Context: an optimization exercise on an open-source flow, tuned for small area. The choices shown serve that exercise and are no tape-out recipe. In this exercise RTL edits were held to simulation tests only and were not proved equivalent to the original. No activity file was given, so power comes from the tool's default toggle rates.

## alpha
Design branch_predictor, start of the top module:
module branch_predictor (
    input  logic                clk,
    input  logic                rstn,
    input  logic [31:0]         pc_IF,
    output logic                predict_IF,
    output logic [31:0]         pred_target_IF,
    input  logic                record_we,
    input  logic [4:0]          record_pc,
    input  logic [24:0]         record_tag,
    input  logic                record_data,
    input  logic [31:0]         record_target
);
clock: 8.0 ns
lec_check: 0
cap_margin: 20
core_margin: 2
core_utilization: 72
setup_slack_margin: 0.3
slew_margin: 20
synth_hierarchical: 1
synth_minimum_keep_size: 0
standard.sh (not shown) runs the stock make flow with config.mk's settings and CLKGATE_MAP_FILE= SYNTH_SCRIPT=/design/flow/synth_recipe.tcl, a recipe that flattens the netlist after the stock synthesis.
==> flow/flow/run.sh <==
#!/bin/bash
# The standard layout (standard.sh), with these ORFS variables changed:
#  - ABC_LOAD_IN_FF: synthesis sizes gates for a 2 fF load instead of 5 fF;
#  - CTS_ARGS: sink clusters of up to 18 flip-flops, clkbuf_4/clkbuf_8 only, no dummy loads;
#  - BUFFER_PORTS_ARGS: every port still gets a buffer, a plain buf_2;
#  - SKIP_GATE_CLONING: timing repair sizes and buffers but does not clone gates.
# The whole make output goes to standard_flow.log; ORFS's per-step logs are under orfs/logs.
set -euo pipefail
bash standard.sh \
  ABC_LOAD_IN_FF=2 \
  "CTS_ARGS=-sink_clustering_enable -repair_clock_nets -dont_use_dummy_load -sink_clustering_size 18 -sink_clustering_max_diameter 60 -buf_list {sky130_fd_sc_hd__clkbuf_4 sky130_fd_sc_hd__clkbuf_8}" \
  "BUFFER_PORTS_ARGS=-buffer_cell sky130_fd_sc_hd__buf_2" \
  SKIP_GATE_CLONING=1 \
  finish > standard_flow.log 2>&1
> inputs changed (alpha -> beta)
==> flow/flow/run.sh <==
#!/bin/bash
# The standard layout (standard.sh), with these ORFS variables changed:
#  - ABC_LOAD_IN_FF: synthesis sizes gates for a 2 fF load instead of 5 fF;
#  - CTS_ARGS: sink clusters of up to 16 flip-flops, clkbuf_4/clkbuf_8 only, no dummy loads;
#  - BUFFER_PORTS_ARGS: every port still gets a buffer, a plain buf_2;
#  - SKIP_GATE_CLONING: timing repair sizes and buffers but does not clone gates.
# The whole make output goes to standard_flow.log; ORFS's per-step logs are under orfs/logs.
set -euo pipefail
bash standard.sh \
  ABC_LOAD_IN_FF=2 \
  "CTS_ARGS=-sink_clustering_enable -repair_clock_nets -dont_use_dummy_load -sink_clustering_size 16 -sink_clustering_max_diameter 60 -buf_list {sky130_fd_sc_hd__clkbuf_4 sky130_fd_sc_hd__clkbuf_8}" \
  "BUFFER_PORTS_ARGS=-buffer_cell sky130_fd_sc_hd__buf_2" \
  SKIP_GATE_CLONING=1 \
  finish > standard_flow.log 2>&1
--- a/flow/config.mk
+++ b/flow/config.mk
@@ -6,9 +6,9 @@
 export NUM_CORES = 4
 export LEC_CHECK = 0
-export CAP_MARGIN = 20
+export CAP_MARGIN = 10
 export CORE_MARGIN = 2
 export CORE_UTILIZATION = 72
 export SETUP_SLACK_MARGIN = 0.3
-export SLEW_MARGIN = 20
+export SLEW_MARGIN = 10
 export SYNTH_HIERARCHICAL = 1
 export SYNTH_MINIMUM_KEEP_SIZE = 0
## What came out
- Between alpha and beta, the worst setup slack is lower for beta.
- There was hardly any difference in via count between beta and alpha.
- beta ended up with a higher clock period minus worst slack than alpha did.
- Looking at alpha and beta, the utilization is a wash.
- Taking alpha as the reference, in beta hold slack held steady; relative slew slack grew by 3.5 points; clock latency reported for the late side of the worst-skew pair went down by 0.02 ns.
Setup changes, beta to gamma
==> flow/flow/run.sh <==
#!/bin/bash
# The standard layout (standard.sh), with these ORFS variables changed:
#  - ABC_LOAD_IN_FF: synthesis sizes gates for a 2 fF load instead of 5 fF;
#  - CTS_ARGS: sink clusters of up to 18 flip-flops, clkbuf_4/clkbuf_8 only, no dummy loads;
#  - BUFFER_PORTS_ARGS: every port still gets a buffer, a plain buf_1;
#  - SKIP_GATE_CLONING: timing repair sizes and buffers but does not clone gates.
# The whole make output goes to standard_flow.log; ORFS's per-step logs are under orfs/logs.
set -euo pipefail
bash standard.sh \
  ABC_LOAD_IN_FF=2 \
  "CTS_ARGS=-sink_clustering_enable -repair_clock_nets -dont_use_dummy_load -sink_clustering_size 18 -sink_clustering_max_diameter 60 -buf_list {sky130_fd_sc_hd__clkbuf_4 sky130_fd_sc_hd__clkbuf_8}" \
  "BUFFER_PORTS_ARGS=-buffer_cell sky130_fd_sc_hd__buf_1" \
  SKIP_GATE_CLONING=1 \
  finish > standard_flow.log 2>&1
--- a/flow/config.mk
+++ b/flow/config.mk
@@ -6,9 +6,9 @@
 export NUM_CORES = 4
 export LEC_CHECK = 0
-export CAP_MARGIN = 10
+export CAP_MARGIN = 20
 export CORE_MARGIN = 2
 export CORE_UTILIZATION = 72
 export SETUP_SLACK_MARGIN = 0.3
-export SLEW_MARGIN = 10
+export SLEW_MARGIN = 20
 export SYNTH_HIERARCHICAL = 1
 export SYNTH_MINIMUM_KEEP_SIZE = 0
Results
- gamma: done, clean on timing, DRC and antenna
- Diff beta -> gamma: count of instances resized after the clock tree is built picked up an extra 1; final period demand of the worst path picked up an extra 0.027 ns; internal power lost about 2%.
- Reported for beta and gamma, die area turned out identical to the last digit.
- As far as area growth from synthesis to layout is concerned, gamma and beta perform about the same.
- Delta (gamma minus beta): hold slack increased by 0.013 ns relative to the old numbers, slew of the pin with the lowest slew margin increased by 0.025 ns relative to the old numbers.
- Looking at beta and gamma, the sequential area share after synthesis is a wash.
- Summary — setup slack, gamma relative to beta: lower, by 0.027 ns.

==> what the ideal ports hide <==
In the flow no input, the clock included, has a driving cell. The finished layouts below were timed again as built, in two steps.
Step 1: set_driving_cell puts a clkbuf_16 on clk and a buf_2 on each other input, an assumption about the parent block.
Step 2, shift: input delay + t, output delay - t, t = (earliest + latest rising clock arrival at the registers) / 2. This alone moves slack from input paths to output paths.
Three values: ideal ports, drivers, drivers and shift; two values: the first two.
| run | shift t [ns] | slack for setup (ns) | hold WS [ns] |
|---|---|---|---|
| alpha | 0.947 | 0.319 / 0.276 / 0.276 | 0.541 / 0.541 / 0.541 |
| beta | 0.931 | 0.297 / 0.264 / 0.264 | 0.544 / 0.544 / 0.544 |
| gamma | 0.930 | 0.270 / 0.174 / 0.174 | 0.557 / 0.557 / 0.557 |
After both steps setup and hold are still met in every run listed. For gamma, which loses most, drivers alone change the setup slack by -0.096 ns; drivers and shift together by -0.096 ns.
